Context: an optimization exercise on an open-source flow, tuned for small area. The choices shown serve that exercise and are no tape-out recipe. Only simulation tests tie the RTL to the original design; equivalence was not proved.

==> flow/design.v <==
module spec_rat #(
    parameter int NUM_SLOTS = 4,
    parameter int ARCH_REGS = 32,
    parameter int ARCH_W    = 5,
    parameter int PHYS_W    = 7
) (
    input  logic                             clock,
    input  logic                             reset_n,
    input  logic [NUM_SLOTS-1:0][ARCH_W-1:0] rs1_i,
    input  logic [NUM_SLOTS-1:0][ARCH_W-1:0] rs2_i,
    input  logic [NUM_SLOTS-1:0][ARCH_W-1:0] rd_i,
    input  logic [NUM_SLOTS-1:0]             write_rd_i,
    input  logic [NUM_SLOTS-1:0][PHYS_W-1:0] prd_i,
    input  logic                             grant_i,
    output logic [NUM_SLOTS-1:0][PHYS_W-1:0] prs1_o,
    output logic [NUM_SLOTS-1:0][PHYS_W-1:0] prs2_o,
    output logic [NUM_SLOTS-1:0][PHYS_W-1:0] old_prd_o
);
    logic [ARCH_REGS-1:0][PHYS_W-1:0] rat_q;
    logic [NUM_SLOTS-1:0][ARCH_REGS-1:0] rs1_dec;
    logic [NUM_SLOTS-1:0][ARCH_REGS-1:0] rs2_dec;
    logic [NUM_SLOTS-1:0][ARCH_REGS-1:0] rd_dec;
    function automatic logic [ARCH_REGS-1:0] decode(input logic [ARCH_W-1:0] addr);
        logic [ARCH_REGS-1:0] sel;
        logic [3:0] lo;
        logic [7:0] hi;
        for (int i = 0; i < 4; i++)
            lo[i] = addr[1:0] == i;
        for (int i = 0; i < 8; i++)
            hi[i] = addr[4:2] == i;
        for (int i = 0; i < ARCH_REGS; i++)
            sel[i] = lo[i % 4] && hi[i / 4];
        decode = sel;
    endfunction
    function automatic logic [PHYS_W-1:0] rd_port(input logic [ARCH_REGS-1:0] sel);
        logic [PHYS_W-1:0] val;
        val = '0;
        for (int i = 0; i < ARCH_REGS; i++)
            val = val | (rat_q[i] & {PHYS_W{sel[i]}});
        rd_port = val;
    endfunction
    always_comb
    begin
        for (int s = 0; s < NUM_SLOTS; s++)
        begin
            rs1_dec[s]   = decode(rs1_i[s]);
            rs2_dec[s]   = decode(rs2_i[s]);
            rd_dec[s]    = decode(rd_i[s]);
            prs1_o[s]    = rd_port(rs1_dec[s]);
            prs2_o[s]    = rd_port(rs2_dec[s]);
            old_prd_o[s] = rd_port(rd_dec[s]);
        end
    end
    logic [ARCH_REGS-1:0][PHYS_W-1:0] rat_d;
    always_comb
    begin
        for (int i = 0; i < ARCH_REGS; i++)
        begin
            logic [NUM_SLOTS-1:0] hit;
            logic [NUM_SLOTS-1:0] win;
            logic                 younger;
            for (int s = 0; s < NUM_SLOTS; s++)
                hit[s] = grant_i && write_rd_i[s] && rd_dec[s][i];
            younger = 1'b0;
            for (int s = NUM_SLOTS - 1; s >= 0; s--)
            begin
                win[s]  = hit[s] && !younger;
                younger = younger || hit[s];
            end
            rat_d[i] = younger ? '0 : rat_q[i];
            for (int s = 0; s < NUM_SLOTS; s++)
                rat_d[i] = rat_d[i] | ({PHYS_W{win[s]}} & prd_i[s]);
        end
    end
    always_ff @(posedge clock or negedge reset_n)
    begin
        if (!reset_n)
        begin
            for (int i = 0; i < ARCH_REGS; i++)
            begin
                rat_q[i] <= i;
            end
        end
        else
        begin
            rat_q <= rat_d;
        end
    end
endmodule
module free_list #(
    parameter int NUM_SLOTS  = 4,
    parameter int PHYS_W     = 7,
    parameter int FREE_DEPTH = 48,
    parameter int FIRST_FREE = 32
) (
    input  logic                             clock,
    input  logic                             reset_n,
    input  logic                             bundle_valid_i,
    input  logic [NUM_SLOTS-1:0]             write_rd_i,
    input  logic [NUM_SLOTS-1:0][PHYS_W-1:0] retire_free_i,
    input  logic [NUM_SLOTS-1:0]             retire_free_vld_i,
    input  logic                             ready_i,
    output logic                             rename_stall_o,
    output logic [NUM_SLOTS-1:0][PHYS_W-1:0] prd_o,
    output logic                             grant_o
);
    localparam int NB    = 4;
    localparam int ROWS  = FREE_DEPTH / NB;
    localparam int ROW_W = $clog2(ROWS);
    localparam int CNT_W = $clog2(FREE_DEPTH + 1);
    logic [ROW_W-1:0]                    head_row_q;
    logic [1:0]                          head_bank_q;
    logic [ROW_W-1:0]                    tail_row_q;
    logic [1:0]                          tail_bank_q;
    logic                                wrapped_q;
    logic [CNT_W-1:0]                    count_q;
    logic [2:0]                          need_cnt;
    logic [2:0]                          rel_cnt;
    logic                                short_cnt;
    logic [NB-1:0][ROW_W-1:0]            rd_row;
    logic [NB-1:0][PHYS_W-1:0]           bank_val;
    logic [NB-1:0][ROW_W-1:0]            wr_row;
    logic [NB-1:0]                       wr_en;
    logic [NB-1:0][PHYS_W-1:0]           wr_val;
    logic [2:0]                          head_sum;
    logic [2:0]                          tail_sum;
    function automatic logic [ROW_W-1:0] row_inc(input logic [ROW_W-1:0] r);
        row_inc = (r == ROWS - 1) ? '0 : r + 1'b1;
    endfunction
    for (genvar b = 0; b < NB; b++)
    begin : g_bank
        logic [5:0]        rd_idx;
        logic [PHYS_W-1:0] raw;
        assign rd_row[b] = (b < head_bank_q) ? row_inc(head_row_q) : head_row_q;
        assign wr_row[b] = (b < tail_bank_q) ? row_inc(tail_row_q) : tail_row_q;
        assign rd_idx    = {rd_row[b], 2'd0} + b;
        free_bank #(
            .ROWS   (ROWS),
            .ROW_W  (ROW_W),
            .PHYS_W (PHYS_W)
        ) u_bank (
            .clock    (clock),
            .wr_en_i  (wr_en[b]),
            .wr_row_i (wr_row[b]),
            .wr_val_i (wr_val[b]),
            .rd_row_i (rd_row[b]),
            .rd_val_o (raw)
        );
        assign bank_val[b] = (wrapped_q || rd_idx < {tail_row_q, tail_bank_q})
                           ? raw : FIRST_FREE + rd_idx;
    end
    always_comb
    begin
        logic [1:0] pos;
        logic [2:0] cnt;
        cnt = '0;
        for (int s = 0; s < NUM_SLOTS; s++)
        begin
            pos = head_bank_q + cnt[1:0];
            prd_o[s] = bank_val[pos];
            cnt = cnt + write_rd_i[s];
        end
        need_cnt = cnt;
    end
    assign short_cnt      = count_q < need_cnt;
    assign rename_stall_o = bundle_valid_i && short_cnt;
    assign grant_o        = bundle_valid_i && ready_i && !short_cnt;
    always_comb
    begin
        logic [1:0]                tgt;
        logic [2:0]                cnt;
        logic [NB-1:0]             en;
        logic [NB*PHYS_W-1:0]      val;
        cnt = '0;
        en  = '0;
        val = '0;
        for (int s = 0; s < NUM_SLOTS; s++)
        begin
            tgt = tail_bank_q + cnt[1:0];
            for (int b = 0; b < NB; b++)
            begin
                if (retire_free_vld_i[s] && tgt == b)
                begin
                    en[b]  = 1'b1;
                    val[b*PHYS_W +: PHYS_W] = val[b*PHYS_W +: PHYS_W] | retire_free_i[s];
                end
            end
            cnt = cnt + retire_free_vld_i[s];
        end
        rel_cnt = cnt;
        wr_en   = en;
        wr_val  = val;
    end
    assign head_sum = {1'b0, head_bank_q} + need_cnt;
    assign tail_sum = {1'b0, tail_bank_q} + rel_cnt;
    always_ff @(posedge clock or negedge reset_n)
    begin
        if (!reset_n)
        begin
            head_row_q  <= '0;
            head_bank_q <= '0;
            tail_row_q  <= '0;
            tail_bank_q <= '0;
            wrapped_q   <= 1'b0;
            count_q     <= FREE_DEPTH;
        end
        else
        begin
            if (grant_o)
            begin
                head_bank_q <= head_sum[1:0];
                if (head_sum[2])
                    head_row_q <= row_inc(head_row_q);
            end
            tail_bank_q <= tail_sum[1:0];
            if (tail_sum[2])
            begin
                tail_row_q <= row_inc(tail_row_q);
                if (tail_row_q == ROWS - 1)
                    wrapped_q <= 1'b1;
            end
            count_q <= count_q + rel_cnt - (grant_o ? need_cnt : 3'd0);
        end
    end
endmodule
module free_bank #(
    parameter int ROWS   = 12,
    parameter int ROW_W  = 4,
    parameter int PHYS_W = 7
) (
    input  logic              clock,
    input  logic              wr_en_i,
    input  logic [ROW_W-1:0]  wr_row_i,
    input  logic [PHYS_W-1:0] wr_val_i,
    input  logic [ROW_W-1:0]  rd_row_i,
    output logic [PHYS_W-1:0] rd_val_o
);
    logic [ROWS-1:0][PHYS_W-1:0] row_q;
    assign rd_val_o = row_q[rd_row_i];
    always_ff @(posedge clock)
    begin
        for (int r = 0; r < ROWS; r++)
        begin
            if (wr_en_i && wr_row_i == r)
                row_q[r] <= wr_val_i;
        end
    end
endmodule
module dep_check #(
    parameter int NUM_SLOTS = 4,
    parameter int ARCH_W    = 5
) (
    input  logic [NUM_SLOTS-1:0][ARCH_W-1:0] rs1_i,
    input  logic [NUM_SLOTS-1:0][ARCH_W-1:0] rs2_i,
    input  logic [NUM_SLOTS-1:0][ARCH_W-1:0] rd_i,
    input  logic [NUM_SLOTS-1:0]             write_rd_i,
    output logic [NUM_SLOTS-1:0][1:0]        rs1_sel_o,
    output logic [NUM_SLOTS-1:0][1:0]        rs2_sel_o,
    output logic [NUM_SLOTS-1:0][1:0]        rd_sel_o
);
    localparam logic [1:0] SEL_RAT = 2'd0;
    function automatic logic [1:0] find_sel(input int slot, input logic [ARCH_W-1:0] areg);
        logic [1:0] sel;
        sel = SEL_RAT;
        for (int k = 0; k < NUM_SLOTS - 1; k++)
        begin
            if (k < slot && write_rd_i[k] && rd_i[k] == areg)
            begin
                sel = k + 1;
            end
        end
        find_sel = sel;
    endfunction
    always_comb
    begin
        for (int s = 0; s < NUM_SLOTS; s++)
        begin
            rs1_sel_o[s] = find_sel(s, rs1_i[s]);
            rs2_sel_o[s] = find_sel(s, rs2_i[s]);
            rd_sel_o[s]  = find_sel(s, rd_i[s]);
        end
    end
endmodule
module bundle_override #(
    parameter int NUM_SLOTS = 4,
    parameter int PHYS_W    = 7
) (
    input  logic                             clock,
    input  logic                             reset_n,
    input  logic                             pipe_stall_i,
    input  logic                             grant_i,
    input  logic [NUM_SLOTS-1:0][PHYS_W-1:0] prs1_i,
    input  logic [NUM_SLOTS-1:0][PHYS_W-1:0] prs2_i,
    input  logic [NUM_SLOTS-1:0][PHYS_W-1:0] old_prd_i,
    input  logic [NUM_SLOTS-1:0][PHYS_W-1:0] prd_i,
    input  logic [NUM_SLOTS-1:0][1:0]        rs1_sel_i,
    input  logic [NUM_SLOTS-1:0][1:0]        rs2_sel_i,
    input  logic [NUM_SLOTS-1:0][1:0]        rd_sel_i,
    output logic                             ready_o,
    output logic                             out_valid_o,
    output logic [NUM_SLOTS-1:0][PHYS_W-1:0] prs1_o,
    output logic [NUM_SLOTS-1:0][PHYS_W-1:0] prs2_o,
    output logic [NUM_SLOTS-1:0][PHYS_W-1:0] prd_o,
    output logic [NUM_SLOTS-1:0][PHYS_W-1:0] old_prd_o
);
    logic                             valid_q;
    logic [NUM_SLOTS-1:0][PHYS_W-1:0] prs1_q;
    logic [NUM_SLOTS-1:0][PHYS_W-1:0] prs2_q;
    logic [NUM_SLOTS-1:0][PHYS_W-1:0] old_prd_q;
    logic [NUM_SLOTS-1:0][PHYS_W-1:0] prd_q;
    function automatic logic [PHYS_W-1:0] pick(input logic [1:0] sel,
                                               input logic [PHYS_W-1:0] rat_val);
        logic [PHYS_W-1:0] val;
        case (sel)
            2'd1:    val = prd_i[0];
            2'd2:    val = prd_i[1];
            2'd3:    val = prd_i[2];
            default: val = rat_val;
        endcase
        pick = val;
    endfunction
    assign ready_o = !pipe_stall_i;
    always_ff @(posedge clock or negedge reset_n)
    begin
        if (!reset_n)
            valid_q <= 1'b0;
        else if (ready_o)
            valid_q <= grant_i;
    end
    always_ff @(posedge clock)
    begin
        if (ready_o)
        begin
            for (int s = 0; s < NUM_SLOTS; s++)
            begin
                prs1_q[s]    <= pick(rs1_sel_i[s], prs1_i[s]);
                prs2_q[s]    <= pick(rs2_sel_i[s], prs2_i[s]);
                old_prd_q[s] <= pick(rd_sel_i[s], old_prd_i[s]);
                prd_q[s]     <= prd_i[s];
            end
        end
    end
    assign out_valid_o = valid_q;
    assign prs1_o      = prs1_q;
    assign prs2_o      = prs2_q;
    assign old_prd_o   = old_prd_q;
    assign prd_o       = prd_q;
endmodule
module rename_top #(
    parameter int NUM_SLOTS  = 4,
    parameter int ARCH_REGS  = 32,
    parameter int PHYS_REGS  = 80,
    parameter int ARCH_W     = 5,
    parameter int PHYS_W     = 7,
    parameter int FREE_DEPTH = PHYS_REGS - ARCH_REGS,
    parameter int FIRST_FREE = ARCH_REGS
) (
    input  logic                        clock,
    input  logic                        reset_n,
    input  logic                        bundle_valid_i,
    input  logic [NUM_SLOTS*ARCH_W-1:0] rs1_i,
    input  logic [NUM_SLOTS*ARCH_W-1:0] rs2_i,
    input  logic [NUM_SLOTS*ARCH_W-1:0] rd_i,
    input  logic [NUM_SLOTS-1:0]        write_rd_i,
    input  logic                        pipe_stall_i,
    input  logic [NUM_SLOTS*PHYS_W-1:0] retire_free_i,
    input  logic [NUM_SLOTS-1:0]        retire_free_vld_i,
    output logic                        rename_stall_o,
    output logic                        out_valid_o,
    output logic [NUM_SLOTS*PHYS_W-1:0] prs1_o,
    output logic [NUM_SLOTS*PHYS_W-1:0] prs2_o,
    output logic [NUM_SLOTS*PHYS_W-1:0] prd_o,
    output logic [NUM_SLOTS*PHYS_W-1:0] old_prd_o
);
    logic [NUM_SLOTS-1:0][PHYS_W-1:0] s0_prs1;
    logic [NUM_SLOTS-1:0][PHYS_W-1:0] s0_prs2;
    logic [NUM_SLOTS-1:0][PHYS_W-1:0] s0_old_prd;
    logic [NUM_SLOTS-1:0][PHYS_W-1:0] s0_prd;
    logic                             s0_grant;
    logic [NUM_SLOTS-1:0][1:0]        s0_rs1_sel;
    logic [NUM_SLOTS-1:0][1:0]        s0_rs2_sel;
    logic [NUM_SLOTS-1:0][1:0]        s0_rd_sel;
    logic                             s1_ready;
    spec_rat #(
        .NUM_SLOTS (NUM_SLOTS),
        .ARCH_REGS (ARCH_REGS),
        .ARCH_W    (ARCH_W),
        .PHYS_W    (PHYS_W)
    ) u_spec_rat (
        .clock      (clock),
        .reset_n    (reset_n),
        .rs1_i      (rs1_i),
        .rs2_i      (rs2_i),
        .rd_i       (rd_i),
        .write_rd_i (write_rd_i),
        .prd_i      (s0_prd),
        .grant_i    (s0_grant),
        .prs1_o     (s0_prs1),
        .prs2_o     (s0_prs2),
        .old_prd_o  (s0_old_prd)
    );
    free_list #(
        .NUM_SLOTS  (NUM_SLOTS),
        .PHYS_W     (PHYS_W),
        .FREE_DEPTH (FREE_DEPTH),
        .FIRST_FREE (FIRST_FREE)
    ) u_free_list (
        .clock             (clock),
        .reset_n           (reset_n),
        .bundle_valid_i    (bundle_valid_i),
        .write_rd_i        (write_rd_i),
        .retire_free_i     (retire_free_i),
        .retire_free_vld_i (retire_free_vld_i),
        .ready_i           (s1_ready),
        .rename_stall_o    (rename_stall_o),
        .prd_o             (s0_prd),
        .grant_o           (s0_grant)
    );
    dep_check #(
        .NUM_SLOTS (NUM_SLOTS),
        .ARCH_W    (ARCH_W)
    ) u_dep_check (
        .rs1_i      (rs1_i),
        .rs2_i      (rs2_i),
        .rd_i       (rd_i),
        .write_rd_i (write_rd_i),
        .rs1_sel_o  (s0_rs1_sel),
        .rs2_sel_o  (s0_rs2_sel),
        .rd_sel_o   (s0_rd_sel)
    );
    bundle_override #(
        .NUM_SLOTS (NUM_SLOTS),
        .PHYS_W    (PHYS_W)
    ) u_bundle_override (
        .clock        (clock),
        .reset_n      (reset_n),
        .pipe_stall_i (pipe_stall_i),
        .grant_i      (s0_grant),
        .prs1_i       (s0_prs1),
        .prs2_i       (s0_prs2),
        .old_prd_i    (s0_old_prd),
        .prd_i        (s0_prd),
        .rs1_sel_i    (s0_rs1_sel),
        .rs2_sel_i    (s0_rs2_sel),
        .rd_sel_i     (s0_rd_sel),
        .ready_o      (s1_ready),
        .out_valid_o  (out_valid_o),
        .prs1_o       (prs1_o),
        .prs2_o       (prs2_o),
        .prd_o        (prd_o),
        .old_prd_o    (old_prd_o)
    );
endmodule
==> flow/run.sh <==
#!/bin/bash
# synth_recipe.tcl (not shown) runs the flow's synth.tcl, then flattens the netlist and writes it again
# the make line also repeats each setting of config.mk as NAME=value (left out here)
make -C /OpenROAD-flow-scripts/flow DESIGN_CONFIG=/design/flow/config.mk WORK_HOME=/design/flow/orfs CLKGATE_MAP_FILE= SYNTH_SCRIPT=/design/flow/synth_recipe.tcl finish
==> flow/config.mk <==
export PLATFORM = sky130hd
export DESIGN_NAME = rename_top
export DESIGN_NICKNAME = rename_top
export VERILOG_FILES = /design/flow/design.v
export SDC_FILE = /design/flow/constraint.sdc
export NUM_CORES = 4
export LEC_CHECK = 0
export CAP_MARGIN = 20
export CORE_MARGIN = 2
export CORE_UTILIZATION = 30
export CTS_BUF_LIST = sky130_fd_sc_hd__clkbuf_4 sky130_fd_sc_hd__clkbuf_8
export GPL_TIMING_DRIVEN = 0
export PLACE_DENSITY = 0.5
export SLEW_MARGIN = 20
==> flow/constraint.sdc <==
create_clock -name core_clock -period 7.0 [get_ports {clock}]
set_input_delay 1.4000 -clock core_clock [delete_from_list [all_inputs] [get_ports {clock}]]
set_output_delay 1.4000 -clock core_clock [all_outputs]
set_load 0.01 [all_outputs]
==> metrics.md, run 1 <==
| Metric | Value |
|---|---|
| Synth Area per Inst | 8.84 µm² |
| Synth top area share | roughly 25% |
| Syn_nets | 6,313 |
| Post-synth EDFFs | 448 |
| Boundary Pins | 214 |
| GP Congestion | 1.31 |
| Total GRT Usage | 76.4% |
| YS warnings | 5 |
| #FFs+latches synth | 692 |
| Die W | 430 µm |
| Inserted Clock Buffers | 133 |
| Netlist Area Pre-Place | 54,500 µm² |
| Vias in the first global route | 79,400 |
| First error | [ERROR GRT-0116] Global routing finished with congestion. Check the congestion regions in the DRC Viewer. |
| Post-synthesis cell count | between 6,000 and 7,000 |
| Clock sink count | a little under 700 |
| Overflow after GRT | 93 |
| Longest Clk Path Bufs | 3 |
| Stop stage | global routing |
| Seq/Total Area, Yosys | 36.1% |
| Post-synth ARST share | a little over a third |
| Placed Area | 66,000 µm² |
| Setup bufs post-CTS | 0 |
| CTS root buf | clkbuf_8 |
| Most numerous cell in the Yosys netlist | a22oi_1 |
| Outcome | did not finish |
| Floorplan row count | 156 |
| Primary FF master, synth | edfxtp_1 |
| IO Port Bufs | 190 |
| CTS Hold Buffers Added | 0 |
| Post-synth top cells | a22oi_1 (1,149), nor2_1 (605), nand2_1 (593), clkbuf_1 (480), edfxtp_1 (448) |
| DP HPWL | 486,000 µm |
| Largest net degree at the start of global routing | 86 |
| Synth area leaders | edfxtp_1 (25%), a22oi_1 (16%), dfrtp_1 (7.4%) |
| Die Y | 430 µm |
| Initial Util | 30.2% |
| H-tree levels | 4 |
| Pre-CTS setup slack | -2.16 ns |
| Synth area leader | edfxtp_1 |
| Global-route wire length before repair | 933,000 µm |
| Distinct cell type count after synthesis | 99 |
==> per-stage QoR <==
step                      std cells  hold WS [ns]  TNS [ns]  utilization [%]
after global placement         8721         0.470  -2366.61             32.9
after CTS                      9263         0.356   -0.0592             38.2
after detailed placement       9027         0.487   -248.21             36.5
after floorplan                6161         0.521         0                -
==> logic make-up after synthesis <==
logic type / count (synthesis) / synth area share [%]
buffers and inverters: 663 / 4.82
AOI/OAI and AO/OA: 2298 / 33.0
and+or+nand+nor: 2204 / 19.6
muxes: 140 / 3.47
DFF: 692 / 36.1
xor gates and xnor gates: 112 / 1.80
adders and majority gates: 52 / 1.32
==> worst min path at each step <==
stage | slack (ns) | end | startpoint | cells past startpoint
4_1_cts | 0.36 | u_spec_rat.rat_q[167] | reset_n | 1
3_5_place_dp | 0.49 | u_bundle_override.valid_q | u_bundle_override.valid_q | 1
3_3_place_gp | 0.47 | u_bundle_override.valid_q | u_bundle_override.valid_q | 1
2_1_floorplan | 0.52 | u_bundle_override.valid_q | u_bundle_override.valid_q | 1
==> what timing repair did <==
action / CTS
endpoints found under the setup margin: 182
cloned: 0
pin swaps: 2
gates resized for setup: 42
==> layer usage <==
layer,GRT usage (%),overflow
met5,48.7,0
met3,65.9,2
met1,77.2,0
met4,71.2,39
met2,88.5,52
==> inputs of run 2 (changes only) <==
--- a/flow/design.v
+++ b/flow/design.v
@@ -46,9 +46,9 @@
             rs1_dec[s]   = decode(rs1_i[s]);
             rs2_dec[s]   = decode(rs2_i[s]);
             rd_dec[s]    = decode(rd_i[s]);
-            prs1_o[s]    = rd_port(rs1_dec[s]);
-            prs2_o[s]    = rd_port(rs2_dec[s]);
-            old_prd_o[s] = rd_port(rd_dec[s]);
+            prs1_o[s]    = rat_q[rs1_i[s]];
+            prs2_o[s]    = rat_q[rs2_i[s]];
+            old_prd_o[s] = rat_q[rd_i[s]];
         end
     end
     logic [ARCH_REGS-1:0][PHYS_W-1:0] rat_d;
--- a/flow/config.mk
+++ b/flow/config.mk
@@ -8,7 +8,5 @@
 export CAP_MARGIN = 20
 export CORE_MARGIN = 2
 export CORE_UTILIZATION = 30
-export CTS_BUF_LIST = sky130_fd_sc_hd__clkbuf_4 sky130_fd_sc_hd__clkbuf_8
-export GPL_TIMING_DRIVEN = 0
 export PLACE_DENSITY = 0.5
 export SLEW_MARGIN = 20
==> metrics.md, run 2 <==
| Metric | Value |
|---|---|
| Outcome | no timing/DRC/antenna violations |
| Vias post-DR | ~54,000 |
| CP Max Fanout | 14 |
| Fraction of layout cells with a size suffix above 1 | 31.1% |
| Max reg flops | approximately 340 |
| Most flop-heavy register | u_free_list.g_bank.u_bank.row_q |
| Floorplan row count | 164 (+5.1%) |
| Synth top area share | 32.7% (+8.0 points) |
| Die footprint | 205,000 µm² |
| Post-synth ARST share | 35.3% (unchanged) |
| Clock sink count | 692 (unchanged) |
| 1st-pass router iterations | 11 |
| Post-synthesis cell count | 5,112 (-17%) |
| Die W | 453 µm (+5.3%) |
| Worst-path clk slew | 0.07 ns |
| CP Cell Sequence | clkdlybuf4s50_1 -> buf_4 -> ha_1 -> ha_1 -> fa_1 -> inv_1 -> ha_1 -> o21ai_0 -> o21a_1 -> and2_1 -> clkdlybuf4s50_1 |
| Cell class contributing the biggest share of worst-path delay | buffers and inverters |
| Antenna Violating Nets Remaining | 0 |
| Seq/Total Area, Yosys | 32.5% (-3.6 points) |
| CTS root buf | clkbuf_16 |
| Critical path arrival | roughly 5.3 ns |
| Distinct cell type count after synthesis | 104 (+5.1%) |
| CP Capture Type | output pin |
| Fin. max-slew vios | 0 |
| Largest regs | u_free_list.g_bank.u_bank.row_q x336, u_spec_rat.rat_q x224 |
| H-tree levels | 3 (-1) |
| Final worst slack | 0.322 ns |
| Commonest non-fill, non-tap cell in the layout | mux4_2 |
| Longest Clk Path Bufs | 3 (unchanged) |
| Critical Path Max Stage Delay | 0.66 ns |
| Hold Fails Final Rpt | 0 |
| DRT Wirelength | 314,000 µm |
| Synth Area per Inst | 11.8 µm² (+34%) |
| #FFs+latches synth | 692 (unchanged) |
| Drt drc | 0 |
| YS warnings | 5 (unchanged) |
| Most numerous cell in the Yosys netlist | mux4_2 |
| Most frequent cells in the layout | mux4_2 (877), edfxtp_1 (448), nand2_1 (423), nor2_1 (344), buf_4 (331) |
| Worst-Margin Slew | 1.17 ns |
| Pre-CTS setup slack | 0.297 ns (+2.46 ns) |
| Final setup vio count | 0 |
| Clk Latency, worst-skew pair | 0.76 ns |
| Slew margin rel. | roughly a fifth |
| Initial drt markers | 9,532 |
| Vias per inst | 6.95 |
| Netlist Area Pre-Place | 60,500 µm² (+11%) |
| IO Port Bufs | 213 (+12%) |
| Syn_nets | 5,264 (-17%) |
| Vias in the first global route | 52,500 |
| Crit-path slowest cell | clkdlybuf4s50_1 |
| Hold Path Class | register to register |
| Nets | 5,194 |
| Fin Clk Skew | 0.0407 ns |
| Overflow after GRT | 0 |
| Post-synth top cells | mux4_2 (877), clkbuf_1 (490), edfxtp_1 (448), nand2_1 (425), nor2_1 (347) |
| CP most frequent cell | ha_1 |
| GP Congestion | 1.02 (-22%) |
| Crit path kind | primary input to output pin |
| CP Launch Type | primary input |
| Initial antenna violation count | 20 |
| Area of the multi-input gates | ~38,000 µm² |
| DP HPWL | 224,000 µm (-54%) |
| Area growth, synth to finish | 13.6% |
| Global-route wire length before repair | approximately 430,000 µm |
| Period utilisation layout | 95.4% |
| Total GRT Usage | 29.9% |
| CTS Hold Buffers Added | 0 (unchanged) |
| # resized after CTS | 0 (-100%) |
| Initial Util | 30.2% (+0.053 points) |
| Die Y | 453 µm (+5.3%) |
| Sum of negative setup slack | 0 ns |
| Boundary Pins | 214 (unchanged) |
| Largest net degree at the start of global routing | 89 |
| Placed cells | 7,609 (-16%) |
| Reg area | 19,700 µm² |
| Synth area leaders | mux4_2 (33%), edfxtp_1 (22%), dfrtp_1 (6.7%) |
| RSZ-0062 raised after global routing | false |
| Post-synth EDFFs | 448 (unchanged) |
| Setup bufs post-CTS | 0 (unchanged) |
| Primary FF master, synth | edfxtp_1 |
| CTS tree | built |
| Synth area leader | mux4_2 |
| Max cap viols | 0 |
| FILL cells | between 15,000 and 20,000 |
| WP buf/inv | 4 |
| Final min period | between 6 and 7 ns |
| Per-cell routed wire length | 40.3 µm |
| Non-Filler Instances | 7,782 |
| Fmax | around 150 MHz |
| Core area | 200,000 µm² |
| Worst EP required | around 5.6 ns |
| Inserted Clock Buffers | 86 (-35%) |
-- run 2: final timing paths --
path	to	slack, ns	start	depth (start not counted)
setup / recovery	rename_stall_o	0.32	write_rd_i[1]	11
hold / removal	u_free_list.count_q[5]	0.60	u_free_list.count_q[5]	3
setup reg to reg	u_spec_rat.rat_q[223]	0.79	u_free_list.head_bank_q[1]	16
hold reg to reg	u_free_list.count_q[5]	0.60	u_free_list.count_q[5]	3
max in group asynchronous	u_free_list.head_row_q[0]	5.05	reset_n	2
min in group asynchronous	u_spec_rat.rat_q[81]	0.70	reset_n	1
-- run 2: final cells by class --
cell class              instances  area share, %
clock inverters                51          0.852
well taps                    2656           4.84
diodes                         11         0.0401
flip-flops and latches        692           28.6
inverters                      68          0.379
repair buffers                546           6.85
multi-input cells            3648           55.0
clock buffers                 110           3.41
-- run 2: logic make-up after synthesis --
logic type | Yosys count | synth area share [%]
xor+xnor | 117 | 1.73
fa+ha+maj | 52 | 1.19
flops | 692 | 32.5
buf+inv | 772 | 5.13
simple gates | 1299 | 9.96
mux | 1041 | 35.5
compound gates | 1139 | 14.0
-- run 2: layer usage --
layer	global-route usage [%]	wire length (µm)	up-vias
li1	-	-	20700
met1	37.3	112000	27600
met2	44.2	136000	4695
met3	8.49	38500	1113
met4	21.6	27500	18
met5	0	120	-
-- run 2: stage by stage --
step	hold slack (ns)	area (µm²)	util, %
final	0.600	68700	34.3
after global routing	0.641	68700	34.3
after CTS	0.599	68700	34.3
after detailed placement	0.589	65800	32.9
after global placement	0.581	65800	32.9
after floorplan	0.512	60500	-
-- run 2: worst register-to-register path, stage by stage, from the launching register on --
cell and delay [ns]:
dfrtp_2 0.44, buf_4 0.53, o21ai_0 0.32, a21oi_2 0.48
clkinv_1 0.40, ha_1 0.38, o21bai_1 0.22, a21oi_1 0.07
buf_4 0.20, a221oi_1 0.28, o21ai_0 0.22, a32oi_2 0.98
and2_1 0.40, inv_2 0.31, buf_4 0.36, a222oi_1 0.38
nand2_1 0.10

afterwards: timing with drivers on the ports:
How much do the figures lean on ideal ports? The routed layout below was timed once more, with nothing changed but the port constraints. Step 1 assumes that a clkbuf_16 drives the clock port and a buf_2 every other input. Step 2 times the ports against the registers' clock, not the clock port: input delays grow and output delays shrink by t, the midpoint of the rising clock arrivals with the driver on. Three values: ideal ports, drivers, drivers and shift; two values: the first two.
run: run 2
t, ns: 0.825
setup WS [ns]: 0.322 / 0.299 / 0.172
latest minus earliest clock arrival (ns): 0.049 / 0.048
worst data-port slew with drivers (ns): 0.15
After both steps run 2 still meets setup and hold. The setup slack of run 2 moves by -0.023 ns with the drivers and by -0.150 ns with both steps.
